Source: an optimization exercise on an open RTL-to-GDS flow (aim: small area, a short achievable clock period and few clock cycles per item). Production flows keep margins and buffers that such runs may drop. At most, simulation tests tie the RTL to the original design; equivalence was not proved. Only the layout flow was run in run 1; the RTL was not checked for function there.

==> design.v <==
`timescale 1ns / 1ps
`default_nettype none
package glu_pkg;
  localparam int unsigned DataW = 64;
  localparam int unsigned WorkW = DataW + 1;
  localparam int unsigned CntW  = 7;
  localparam int unsigned InDataW  = 2 * DataW;
  localparam int unsigned OutDataW = DataW;
  localparam logic OpGcd = 1'b0;
  localparam logic OpLcm = 1'b1;
  localparam int unsigned NumSt = 10;
  localparam int unsigned SIdle = 0;
  localparam int unsigned SSa   = 1;   
  localparam int unsigned SGcd  = 2;   
  localparam int unsigned SGfin = 3;   
  localparam int unsigned SRld  = 4;   
  localparam int unsigned SDiv  = 5;   
  localparam int unsigned SMul  = 6;   
  localparam int unsigned SFill = 7;   
  localparam int unsigned SZero = 8;   
  localparam int unsigned SOut  = 9;
endpackage : glu_pkg
`default_nettype wire
`timescale 1ns / 1ps
`default_nettype none
import glu_pkg::*;
module gcd_lcm_unit_core (
  input  wire logic                clk_i,
  input  wire logic                rst_ni,
  input  wire logic                s_axis_tvalid,
  output      logic                s_axis_tready,
  input  wire logic [glu_pkg::InDataW-1:0]  s_axis_tdata,   
  input  wire logic                s_axis_tuser,   
  output      logic                m_axis_tvalid,
  input  wire logic                m_axis_tready,
  output      logic [glu_pkg::OutDataW-1:0] m_axis_tdata,   
  output      logic                m_axis_tuser    
);
  logic [NumSt-1:0]  st_q, st_d;
  logic [WorkW-1:0]  u_q, u_d;      
  logic [WorkW-1:0]  v_q, v_d;      
  logic [CntW-1:0]   k_q, k_d;      
  logic [CntW-1:0]   c_q, c_d;      
  logic              sb_q, sb_d;    
  logic              mf_q, mf_d;    
  logic              za_q, za_d;    
  logic              zb_q, zb_d;    
  logic              ovf_q, ovf_d;
  logic              lcm_q, lcm_d;  
  logic [DataW-1:0]  op_a, op_b;
  assign op_a   = s_axis_tdata[DataW-1:0];
  assign op_b   = s_axis_tdata[InDataW-1:DataW];
  logic              a_u, a_v2;               
  logic              b_v, b_a, b_b;           
  logic              inv, cin;
  logic [WorkW-1:0]  add_a, add_b, s;
  logic              sh0;           
  logic              divmode;       
  logic              qbit;
  logic [1:0]        j;
  logic [2:0]        fill;
  logic [WorkW+2:0]  sh_ext;
  logic [WorkW-1:0]  sh;
  logic              u_zero, r_zero;
  logic [WorkW-1:0]  rmask;
  logic              mbit, mul_ovf, mul_last;
  logic [CntW-1:0]   c_dec;
  logic              start;
  assign add_a = ({WorkW{a_u}} & u_q) | ({WorkW{a_v2}} & {v_q[WorkW-2:0], 1'b0});
  assign add_b = ({WorkW{b_v}} & v_q)
               | ({WorkW{b_a}} & {op_a[DataW-1], op_a})
               | ({WorkW{b_b}} & {op_b[DataW-1], op_b});
  assign s = add_a + (add_b ^ {WorkW{inv}}) + {{(WorkW-1){1'b0}}, cin};
  always_comb begin
    if (sh0 || s[0]) j = 2'd0;
    else if (s[1])   j = 2'd1;
    else if (s[2])   j = 2'd2;
    else             j = 2'd3;
  end
  assign fill   = divmode ? {2'b00, qbit} : {3{s[WorkW-1]}};
  assign sh_ext = {fill, s} >> j;
  assign sh     = sh_ext[WorkW-1:0];
  assign rmask  = {WorkW{1'b1}} >> c_q;
  assign r_zero = ((u_q & rmask) == '0);
  assign u_zero = (u_q == '0);
  assign mbit     = u_q[WorkW-1];
  assign mul_ovf  = (v_q[DataW-1] & !mf_q) | s[WorkW-1];
  assign c_dec    = c_q - CntW'(1);
  assign mul_last = (c_dec == k_q);
  assign m_axis_tvalid = st_q[SOut];
  assign m_axis_tdata  = v_q[DataW-1:0];
  assign m_axis_tuser  = ovf_q;
  assign start = s_axis_tvalid && (st_q[SIdle] || (st_q[SOut] && m_axis_tready));
  always_comb begin
    st_d    = st_q;
    u_d     = u_q;
    v_d     = v_q;
    k_d     = k_q;
    c_d     = c_q;
    sb_d    = sb_q;
    mf_d    = mf_q;
    za_d    = za_q;
    zb_d    = zb_q;
    ovf_d   = ovf_q;
    lcm_d   = lcm_q;
    a_u     = 1'b0;
    a_v2    = 1'b0;
    b_v     = 1'b0;
    b_a     = 1'b0;
    b_b     = 1'b0;
    inv     = 1'b0;
    cin     = 1'b0;
    sh0     = 1'b0;
    divmode = 1'b0;
    qbit    = 1'b0;
    s_axis_tready = 1'b0;
    if (st_q[SIdle] || st_q[SOut] || st_q[SRld]) begin
      b_a = 1'b1;
      inv = op_a[DataW-1];
      cin = op_a[DataW-1];
    end
    if (st_q[SSa]) begin
      a_u = !u_q[0];
      b_b = u_q[0];
    end
    if (st_q[SGcd]) begin
      a_u = !u_q[0] | v_q[0];
      b_v = u_q[0];
      inv = u_q[0] & v_q[0] & !v_q[WorkW-1];
      cin = u_q[0] & v_q[0] & !v_q[WorkW-1];
    end
    if (st_q[SDiv]) begin
      a_u = 1'b1;
      b_v = u_q[0];
      inv = u_q[0] & !v_q[WorkW-1];
      cin = u_q[0] & !v_q[WorkW-1];
    end
    if (st_q[SGfin]) begin
      sh0  = 1'b1;
      b_v  = v_q[WorkW-1];
      a_v2 = !v_q[WorkW-1];
      inv  = v_q[WorkW-1];
      cin  = v_q[WorkW-1];
    end
    if (st_q[SMul]) begin
      sh0  = 1'b1;
      a_v2 = !mf_q;
      b_b  = mbit;
      inv  = mbit & op_b[DataW-1];
      cin  = mbit & op_b[DataW-1];
    end
    if (st_q[SZero]) begin
      sh0 = 1'b1;
      if (lcm_q == OpGcd) begin
        b_a = !za_q;
        b_b = za_q;
        inv = za_q ? op_b[DataW-1] : op_a[DataW-1];
        cin = inv;
      end
    end
    if (st_q[SRld] || st_q[SDiv]) begin
      divmode = 1'b1;
      qbit    = u_q[0] & st_q[SDiv];
    end
    if (st_q[SIdle] || st_q[SOut]) begin
      if (st_q[SIdle] || m_axis_tready) begin
        st_d = '0;
        st_d[SIdle] = 1'b1;
      end
      if (start) begin
        u_d   = sh;
        k_d   = CntW'(j);
        za_d  = (op_a == '0);
        zb_d  = (op_b == '0);
        ovf_d = 1'b0;
        lcm_d = s_axis_tuser;
        st_d  = '0;
        st_d[SSa] = 1'b1;
      end
    end
    if (st_q[SSa]) begin
      if (za_q || zb_q) begin
        st_d = '0;
        st_d[SZero] = 1'b1;
      end else if (!u_q[0]) begin
        u_d = sh;
        k_d = k_q + CntW'(j);
      end else begin
        v_d  = sh;
        c_d  = CntW'(j);
        sb_d = 1'b1;
        st_d = '0;
        st_d[SGcd] = 1'b1;
      end
    end
    if (st_q[SZero]) begin
      v_d           = sh;
      s_axis_tready = 1'b1;
      st_d          = '0;
      st_d[SOut]    = 1'b1;
    end
    if (st_q[SGcd]) begin
      if (u_zero) begin
        st_d = '0;
        if (lcm_q == OpLcm) begin
          st_d[SRld] = 1'b1;
        end else if (!v_q[WorkW-1] && k_q == '0) begin
          s_axis_tready = 1'b1;
          st_d[SOut]    = 1'b1;
        end else begin
          st_d[SGfin] = 1'b1;
        end
      end else if (!u_q[0]) begin
        u_d = sh;
      end else if (!v_q[0]) begin
        v_d = sh;
        if (sb_q) c_d = c_q + CntW'(j);
      end else begin
        if (s[WorkW-1]) v_d = sh;
        else            u_d = sh;
        if (sb_q) begin
          sb_d = 1'b0;
          if (c_q < k_q) k_d = c_q;
        end
      end
    end
    if (st_q[SGfin]) begin
      v_d = sh;
      if (!v_q[WorkW-1]) k_d = k_q - CntW'(1);
      if (v_q[WorkW-1] ? (k_q == '0) : (k_q == CntW'(1))) begin
        s_axis_tready = 1'b1;
        st_d          = '0;
        st_d[SOut]    = 1'b1;
      end
    end
    if (st_q[SRld]) begin
      u_d  = sh;
      c_d  = CntW'(j);
      st_d = '0;
      st_d[SDiv] = 1'b1;
    end
    if (st_q[SDiv]) begin
      if (r_zero) begin
        mf_d = 1'b1;
        st_d = '0;
        st_d[SMul] = 1'b1;
      end else begin
        u_d = sh;
        c_d = c_q + CntW'(j);
      end
    end
    if (st_q[SMul]) begin
      v_d   = sh | {WorkW{mul_ovf}};
      ovf_d = mul_ovf;
      u_d   = {u_q[WorkW-2:0], 1'b0};
      c_d   = c_dec;
      mf_d  = 1'b0;
      if (mul_last) begin
        s_axis_tready = 1'b1;
        st_d          = '0;
        st_d[SOut]    = 1'b1;
      end else if (mul_ovf) begin
        st_d = '0;
        st_d[SFill] = 1'b1;
      end
    end
    if (st_q[SFill]) begin
      s_axis_tready = 1'b1;
      st_d          = '0;
      st_d[SOut]    = 1'b1;
    end
  end
  always_ff @(posedge clk_i or negedge rst_ni) begin
    if (!rst_ni) begin
      st_q <= NumSt'(1) << SIdle;
    end else begin
      st_q <= st_d;
    end
  end
  always_ff @(posedge clk_i) begin
    u_q   <= u_d;
    v_q   <= v_d;
    k_q   <= k_d;
    c_q   <= c_d;
    sb_q  <= sb_d;
    mf_q  <= mf_d;
    za_q  <= za_d;
    zb_q  <= zb_d;
    ovf_q <= ovf_d;
    lcm_q <= lcm_d;
  end
endmodule
`default_nettype wire
==> run.sh <==
#!/bin/bash
# synth_recipe.tcl (not shown) runs the flow's synth.tcl, then flattens the netlist and writes it again
# the make line also repeats each setting of config.mk as NAME=value (left out here)
make -C /OpenROAD-flow-scripts/flow DESIGN_CONFIG=/design/flow/config.mk WORK_HOME=/design/flow/orfs CLKGATE_MAP_FILE= SYNTH_SCRIPT=/design/flow/synth_recipe.tcl finish
==> config.mk <==
export PLATFORM = sky130hd
export DESIGN_NAME = gcd_lcm_unit_core
export DESIGN_NICKNAME = gcd_lcm_unit_core
export VERILOG_FILES = /design/flow/design.v
export SDC_FILE = /design/flow/constraint.sdc
export NUM_CORES = 4
export LEC_CHECK = 0
export CAP_MARGIN = 20
export CORE_MARGIN = 2
export CORE_UTILIZATION = 40
export GPL_TIMING_DRIVEN = 0
export SLEW_MARGIN = 20
==> constraint.sdc <==
create_clock -name core_clock -period 6.0 [get_ports {clk_i}]
set_input_delay 1.2000 -clock core_clock [delete_from_list [all_inputs] [get_ports {clk_i}]]
set_output_delay 1.2000 -clock core_clock [all_outputs]
set_load 0.01 [all_outputs]
==> reports/results.ini, run 1 <==
[outcome]
status=failed layout checks
check.faults=setup timing

[critical_path]
required_ns=6.31
reg2reg_setup_slack_ns=0.03
worstRegToRegCells=20
worst_setup_path_start_kind=primary input
rr_endpoint=u_q[16]
startpoint=s_axis_tdata[63]
crit_fanout=10
crit_arrival_ns=6.36
r2r_start=st_q[5]
crit_path_end_kind=flop
crit_type=in2reg

[timing]
fin_ws_ns=-0.0531
setup_tns_ns=-0.148
tightest_slew_ns=1.16
finalCritPeriodShare_pct=101
setup_viol=7
slew_violations=0
maxSlewHeadroom_pct=22.7
fin_crit_ns=6.05
fmax_mhz=165
final_hold_viol_count=0
finalClockSkew_ns=0.0142

[cells_and_area]
stdcell_count=3113
layout-drive-gt1-share_pct=13.7
final_util_pct=51.0
area_growth_pct=26.2
fin_nets=2774
postLayoutCellArea_mm2=0.0214

[placed_design]
hpwlAfterDp_mm=79.0
placed_area_mm2=0.0196
gp_congestion=1.05
port_buffers=199
dp_cells=3068

[logic_synthesis]
ys_types=92
synthTopCellsByArea=dfxtp_1, nand2_1, ha_1
synth_cells=2330
synth_edf_count=4
ys_seq_area_share_pct=19.5
synth_top_area_share_pct=17.3
synth_nets=2546
ys_warn_count=1
yosys.area.top_type=dfxtp_1
synth_ff_type=dfxtp_1
ys_ff_latch=160
synth_area_mm2=0.0169
synth.avg_cell_area_um2=7.27
async_flop_share_pct=6.25

[global_routing]
gr-total-overflow=0
grtUsageTotal_pct=43.8
antenna_found_initial=5
grt_pass1_wl_mm=141
grt_max_degree=17
first_global_vias=20000

[detailed_routing]
drc_errors=0
vias=21500
drt_iter0_markers=3219
wirelength_mm=99.6
vias_per_cell=6.90
post_drt_wl_per_cell_um=32.0
detail-route-antenna-nets=0
dr.pass1.iters=10

[clock_tree]
cts_buffers=17
path_clk_slew_ns=0.07
cts_tree=yes
clock_latency_ns=0.46
cts_sinks=160
clock_path_buffers=2
cts_root_buf=clkbuf_16
cts.htree.levels=4
cts_hold_buf=0

[die]
dieArea_mm2=0.0440
die_y_um=210
die_w_um=210
ios=200
initial_utilization_pct=40.5
coreArea_mm2=0.0419
num_rows=75

[hold_path]
whs_endpoint=v_q[23]
hold_path_startpoint=v_q[23]
min_path_cells=2
worst_hold_path_type=reg2reg

[flow_run]
maxCapViolations=0

[repair_timing]
item	4_1_cts	5_1_grt
resized for setup	139	121
pin swaps	17	22
setup buffers	16	15
endpoints found under the setup margin	155	146
[cells in the mapped netlist, types with 22 or more instances]
| master | instances |
|---|---|
| nor4_1 | 57 |
| nand2_1 | 285 |
| o21ai_0 | 164 |
| xor2_1 | 94 |
| buf_2 | 29 |
| nor3_1 | 45 |
| ha_1 | 80 |
| a22o_1 | 66 |
| nor2_1 | 173 |
| a211oi_1 | 22 |
| a222oi_1 | 68 |
| dfxtp_1 | 146 |
| a21o_1 | 29 |
| inv_1 | 50 |
| xnor2_1 | 44 |
| o211ai_1 | 44 |
| buf_4 | 65 |
| a31oi_1 | 32 |
| a21oi_1 | 185 |
| mux2i_1 | 54 |
| nand3_1 | 48 |
| clkbuf_1 | 127 |
| nand4_1 | 57 |
[cells by family (layout without fill, tap and decap cells)]
logic type | Yosys count | count (layout) | share of synthesized area [%]
buffers and inverters | 289 | 530 | 8.15
other | 0 | 3 | 0
AOI/OAI and AO/OA | 819 | 819 | 33.4
xor gates and xnor gates | 139 | 139 | 7.27
muxes | 65 | 65 | 3.94
adders and majority gates | 85 | 85 | 6.38
DFF | 160 | 160 | 19.5
and+or+nand+nor | 773 | 773 | 21.4
[per-layer routing]
metal / vias up / routed length [µm] / global-route usage, %
li1: 9218 / - / -
met1: 10300 / 40000 / 58.7
met2: 1599 / 40300 / 62.4
met3: 340 / 12400 / 12.0
met4: 4 / 6830 / 26.6
met5: - / 26 / 0
[registers in the layout, indices dropped and copies added (netlist names)]
name and flops:
st_q 10, c_q 7, u_q 65, sb_q 1, lcm_q 1, mf_q 1, v_q 65, ovf_q 1
za_q 1, zb_q 1, k_q 7
[how the worst max path moves through the flow]
stage | end | slack [ns] | depth (start not counted)
after floorplan | k_q[6] | 0.05 | 23
after global placement | v_q[5] | -3.94 | 20
after detailed placement | v_q[5] | -3.89 | 20
after CTS | u_q[31] | -0.006 | 22
after global routing | v_q[15] | -0.03 | 23
final | u_q[16] | -0.05 | 22
[placed cells by master (no fill, tap or decap), types with 15 or more instances in the layout]
cell type,Yosys,final
nor4_1,57,48
nand2_1,285,279
o211ai_1,44,44
nor2_1,173,170
clkbuf_16,0,20
clkdlybuf4s50_1,0,197
o21a_1,20,20
xor2_1,94,90
buf_4,65,97
nand4_1,57,57
a211oi_1,22,21
a21oi_1,185,169
a31oi_1,32,28
clkbuf_1,127,72
ha_1,80,62
dfxtp_1,146,146
ha_2,0,16
a222oi_1,68,68
and2_1,15,15
o21ai_1,15,21
buf_2,29,26
clkbuf_2,0,19
mux2i_1,54,54
nand3_1,48,48
a22o_1,66,65
inv_1,50,49
nor3_1,45,39
a21o_1,29,29
and3_1,17,16
o21ai_0,164,151
xnor2_1,44,39
[worst max-delay path, stage by stage]
cell             delay, ns
clkdlybuf4s18_2       0.28
inv_1                 0.09
o41ai_2               0.27
o211ai_1              0.12
buf_4                 0.20
clkbuf_16             0.21
clkbuf_16             0.20
xor2_4                0.30
ha_4                  0.28
a21o_1                0.23
a22o_4                0.26
a211oi_4              0.26
buf_12                0.17
o311ai_1              0.13
o21ai_2               0.43
a31oi_4               0.22
o31a_1                0.33
or4_1                 0.44
buf_6                 0.18
buf_6                 0.17
a31oi_4               0.23
o21ai_0               0.10
[final cells by class]
| class | count | area (µm²) |
|---|---|---|
| Multi-Input combinational cell | 1881 | 13000 |
| Timing Repair Buffer | 230 | 2260 |
| Antenna cell | 3 | 7.51 |
| Sequential cell | 160 | 3290 |
| Fill cell | 4177 | 20500 |
| Inverter | 52 | 200 |
| Clock inverter | 13 | 196 |
| Tap cell | 539 | 674 |
| Buffer | 216 | 1310 |
| Clock buffer | 19 | 454 |
[stage by stage]
stage               worst slack (ns)  hold slack, ns
finish                       -0.0531           0.520
global route                 -0.0344           0.529
CTS                         -0.00634           0.510
detailed placement             -3.89           0.504
global placement               -3.94           0.484
floorplan                     0.0535           0.450
==> run 2, diff against run 1 <==
--- a/design.v
+++ b/design.v
@@ -46,10 +46,11 @@
   logic              za_q, za_d;    
   logic              zb_q, zb_d;    
   logic              ovf_q, ovf_d;
-  logic              lcm_q, lcm_d;  
   logic [DataW-1:0]  op_a, op_b;
+  logic              op_lcm;
   assign op_a   = s_axis_tdata[DataW-1:0];
   assign op_b   = s_axis_tdata[InDataW-1:DataW];
+  assign op_lcm = s_axis_tuser;
   logic              a_u, a_v2;               
   logic              b_v, b_a, b_b;           
   logic              inv, cin;
@@ -102,7 +103,6 @@
     za_d    = za_q;
     zb_d    = zb_q;
     ovf_d   = ovf_q;
-    lcm_d   = lcm_q;
     a_u     = 1'b0;
     a_v2    = 1'b0;
     b_v     = 1'b0;
@@ -149,9 +149,13 @@
       inv  = mbit & op_b[DataW-1];
       cin  = mbit & op_b[DataW-1];
     end
+    if (st_q[SFill]) begin
+      sh0 = 1'b1;
+      inv = 1'b1;
+    end
     if (st_q[SZero]) begin
       sh0 = 1'b1;
-      if (lcm_q == OpGcd) begin
+      if (op_lcm == OpGcd) begin
         b_a = !za_q;
         b_b = za_q;
         inv = za_q ? op_b[DataW-1] : op_a[DataW-1];
@@ -173,7 +177,6 @@
         za_d  = (op_a == '0);
         zb_d  = (op_b == '0);
         ovf_d = 1'b0;
-        lcm_d = s_axis_tuser;
         st_d  = '0;
         st_d[SSa] = 1'b1;
       end
@@ -202,7 +205,7 @@
     if (st_q[SGcd]) begin
       if (u_zero) begin
         st_d = '0;
-        if (lcm_q == OpLcm) begin
+        if (op_lcm == OpLcm) begin
           st_d[SRld] = 1'b1;
         end else if (!v_q[WorkW-1] && k_q == '0) begin
           s_axis_tready = 1'b1;
@@ -250,21 +253,22 @@
       end
     end
     if (st_q[SMul]) begin
-      v_d   = sh | {WorkW{mul_ovf}};
-      ovf_d = mul_ovf;
-      u_d   = {u_q[WorkW-2:0], 1'b0};
-      c_d   = c_dec;
-      mf_d  = 1'b0;
-      if (mul_last) begin
+      v_d  = sh;
+      u_d  = {u_q[WorkW-2:0], 1'b0};
+      c_d  = c_dec;
+      mf_d = 1'b0;
+      if (mul_ovf) begin
+        st_d = '0;
+        st_d[SFill] = 1'b1;
+      end else if (mul_last) begin
         s_axis_tready = 1'b1;
         st_d          = '0;
         st_d[SOut]    = 1'b1;
-      end else if (mul_ovf) begin
-        st_d = '0;
-        st_d[SFill] = 1'b1;
       end
     end
     if (st_q[SFill]) begin
+      v_d           = sh;
+      ovf_d         = 1'b1;
       s_axis_tready = 1'b1;
       st_d          = '0;
       st_d[SOut]    = 1'b1;
@@ -287,7 +291,6 @@
     za_q  <= za_d;
     zb_q  <= zb_d;
     ovf_q <= ovf_d;
-    lcm_q <= lcm_d;
   end
 endmodule
 `default_nettype wire
--- a/config.mk
+++ b/config.mk
@@ -8,5 +8,4 @@
 export CAP_MARGIN = 20
 export CORE_MARGIN = 2
 export CORE_UTILIZATION = 40
-export GPL_TIMING_DRIVEN = 0
 export SLEW_MARGIN = 20
==> run 2 against run 1 <==
Against the previous run:
- the layout still fails its checks (setup timing)
- global-route usage fell by 6.5 points
- largest cell class unchanged
- final cell count grew 5.8%
- clock skew is 0.0039 ns higher
- highest routed layer is now met4
==> reports/results.ini, run 2 <==
[logic_synthesis]
ys_seq_area_share_pct=19.2
synthTopCellsByCount=nand2_1, o21ai_0, a21oi_1
synth_area_mm2=0.0169
async_flop_share_pct=6.29
ys_ff_latch=159
synth_top_area_share_pct=17.4
synthTopCellsByArea=dfxtp_1, ha_1, o21ai_0
ys_types=100
ys_warn_count=1
synth.avg_cell_area_um2=7.64
synth_ff_type=dfxtp_1
synth_cells=2218
yosysMostFrequentCell=nand2_1
synth_edf_count=2
yosys.area.top_type=dfxtp_1
synth_nets=2435

[flow_run]
maxCapViolations=0

[detailed_routing]
post_drt_wl_per_cell_um=25.6
dr.pass1.iters=7
vias=20700
drc_errors=0
drt_iter0_markers=2901
detail-route-antenna-nets=0
vias_per_cell=6.29
wirelength_mm=84.2

[critical_path]
crit_arrival_ns=4.93
path_delay_family=compound AO/OA/AOI/OAI gates
rr_endpoint=u_q[61]
path_common_cell=buf_4
worst_setup_path_start_kind=primary input
max_stage_delay_ns=0.42
crit_fanout=7
crit_buf_inv=7
slowest_stage=o31ai_1
startpoint=s_axis_tdata[63]
reg2reg_setup_slack_ns=0.25
crit_type=in2out
crit_chain=buf_4, mux2i_2, nand3_2, o311ai_4, and2_4, buf_12, buf_16, buf_4, buf_8, xor2_1, ha_1, a211oi_2, o31ai_1, a311oi_2, o22ai_2, buf_4, nor3_1, mux2_4, nor3_4, nand3_2, nand2_2, buf_6
crit_path_end_kind=output port
worstRegToRegCells=25
r2r_start=u_q[0]
required_ns=4.80

[hold_path]
whs_endpoint=ovf_q
worst_hold_path_type=reg2reg
hold_path_startpoint=ovf_q
min_path_cells=1

[timing]
fin_ws_ns=-0.133
setup_viol=1
fin_crit_ns=6.13
setup_tns_ns=-0.133
rsz0062_at_grt=yes
finalCritPeriodShare_pct=102
maxSlewHeadroom_pct=36.7
finalClockSkew_ns=0.0181
fmax_mhz=163
final_hold_viol_count=0
tightest_slew_ns=0.940
slew_violations=0

[cells_and_area]
diodes=0
ff_latch_area_mm2=0.00326
fin_nets=2959
fillers=3942
area_growth_pct=41.3
reg_top3=u_q: 65 flops, v_q: 65 flops, st_q: 10 flops
layout-drive-gt1-share_pct=26.9
multi_input_area_mm2=0.0128
final_util_pct=57.2
final_common_cell=buf_4
final_cell_mix=buf_4, nand2_1, clkdlybuf4s50_1
postLayoutCellArea_mm2=0.0239

[die]
die_y_um=210
initial_utilization_pct=40.5
num_rows=75
dieArea_mm2=0.0440
coreArea_mm2=0.0419
die_w_um=210
ios=200

[clock_tree]
cts_buffers=17
cts_hold_buf=0
cts.htree.levels=4
cts_tree=yes
clock_path_buffers=2
cts_root_buf=clkbuf_16
cts_sinks=159
path_clk_slew_ns=0.07
clock_latency_ns=0.48

[global_routing]
grt_max_degree=80
grt_pass1_wl_mm=125
antenna_found_initial=0
gr-total-overflow=0
first_global_vias=19800
grtUsageTotal_pct=37.3

[placed_design]
port_buffers=199
pre_cts_ws_ns=-1.30
placed_area_mm2=0.0224
gp_congestion=1.01
hpwlAfterDp_mm=66.0

[outcome]
status=failed layout checks
check.faults=setup timing

[run 2: cell count changes in the layout (fill, tap and decap cells not counted), moves of 26 or more]
cell	previous run	this run
nor2_1	170	131
buf_2	26	0
buf_4	97	502
mux2_2	10	50
clkbuf_1	72	1
nand2_1	279	203
[run 2: logic make-up (layout without fill, tap and decap cells)]
logic type      Yosys count  after routing  synth area share [%]
mux                     125            125                  7.79
buf+inv                 279            816                  8.14
xor+xnor                140            140                  7.28
simple gates            646            646                  18.9
flops                   159            159                  19.2
compound gates          782            782                  32.1
fa+ha+maj                87             87                  6.56
[run 2: stage by stage]
stage                     cells  hold slack [ns]
after floorplan            2218            0.439
after global placement     3229            0.442
after detailed placement   3229            0.442
after CTS                  3283            0.459
after global routing       3294            0.483
final                      3294            0.454
[run 2: worst max-delay path by stage]
stage,to,depth (start not counted)
floorplan,s_axis_tready,18
detailed placement,s_axis_tready,21
global route,s_axis_tready,22
CTS,s_axis_tready,20
finish,s_axis_tready,22
global placement,s_axis_tready,21
[run 2: layout make-up]
cell class / count / share of cell area, %
Clock inverter: 13 / 0.638
Sequential cell: 159 / 13.6
Timing Repair Buffer: 732 / 26.6
Inverter: 52 / 0.815
Clock buffer: 19 / 1.85
Multi-Input combinational cell: 1780 / 53.6
Tap cell: 539 / 2.82
[run 2: routing by layer]
metal	vias up	part of all wire [%]	track usage, %
met5	-	0	0
met4	0	4.5	16.9
met3	168	9.0	6.28
met2	1134	43	57.6
met1	9940	43	51.0
li1	9466	-	-
[run 2: timing repair]
action                                  in CTS  in global routing
setup buffers                               17                 12
resized for setup                           89                 46
cloned                                       5                  0
endpoints found under the setup margin      92                 28
endpoints found under the hold margin        0                  0
pin swaps                                   55                 41
Testbench counts of run 2, summed over its fixed seeds: cycles 43,300, items 960.

==> afterwards: timing with drivers on the ports <==
How much do the figures lean on ideal ports? The routed layouts below were timed once more, with nothing changed but the port constraints.
Step 1 sets driving cells, clkbuf_16 on the clock port and buf_2 on the other inputs (assumed; they add their load-dependent delay and slew).
Step 2, shift: input delay + t, output delay - t, t = (earliest + latest rising clock arrival at the registers) / 2. This alone moves slack from input paths to output paths.
Slacks: ideal / step 1 / step 2; pairs: ideal / step 1.
| run | t, ns | setup slack, ns | hold slack, ns | clock arrival spread, ns | pins driven straight from the clock port |
|---|---|---|---|---|---|
| run 1 | 0.510 | -0.053 / -0.026 / -0.537 | 0.520 / 0.520 / 0.520 | 0.014 / 0.015 | 1 |
| run 2 | 0.524 | -0.133 / -0.171 / -0.438 | 0.454 / 0.454 / 0.454 | 0.019 / 0.018 | 1 |
For run 1, which loses most, drivers alone change the setup slack by +0.027 ns; drivers and shift together by -0.484 ns.
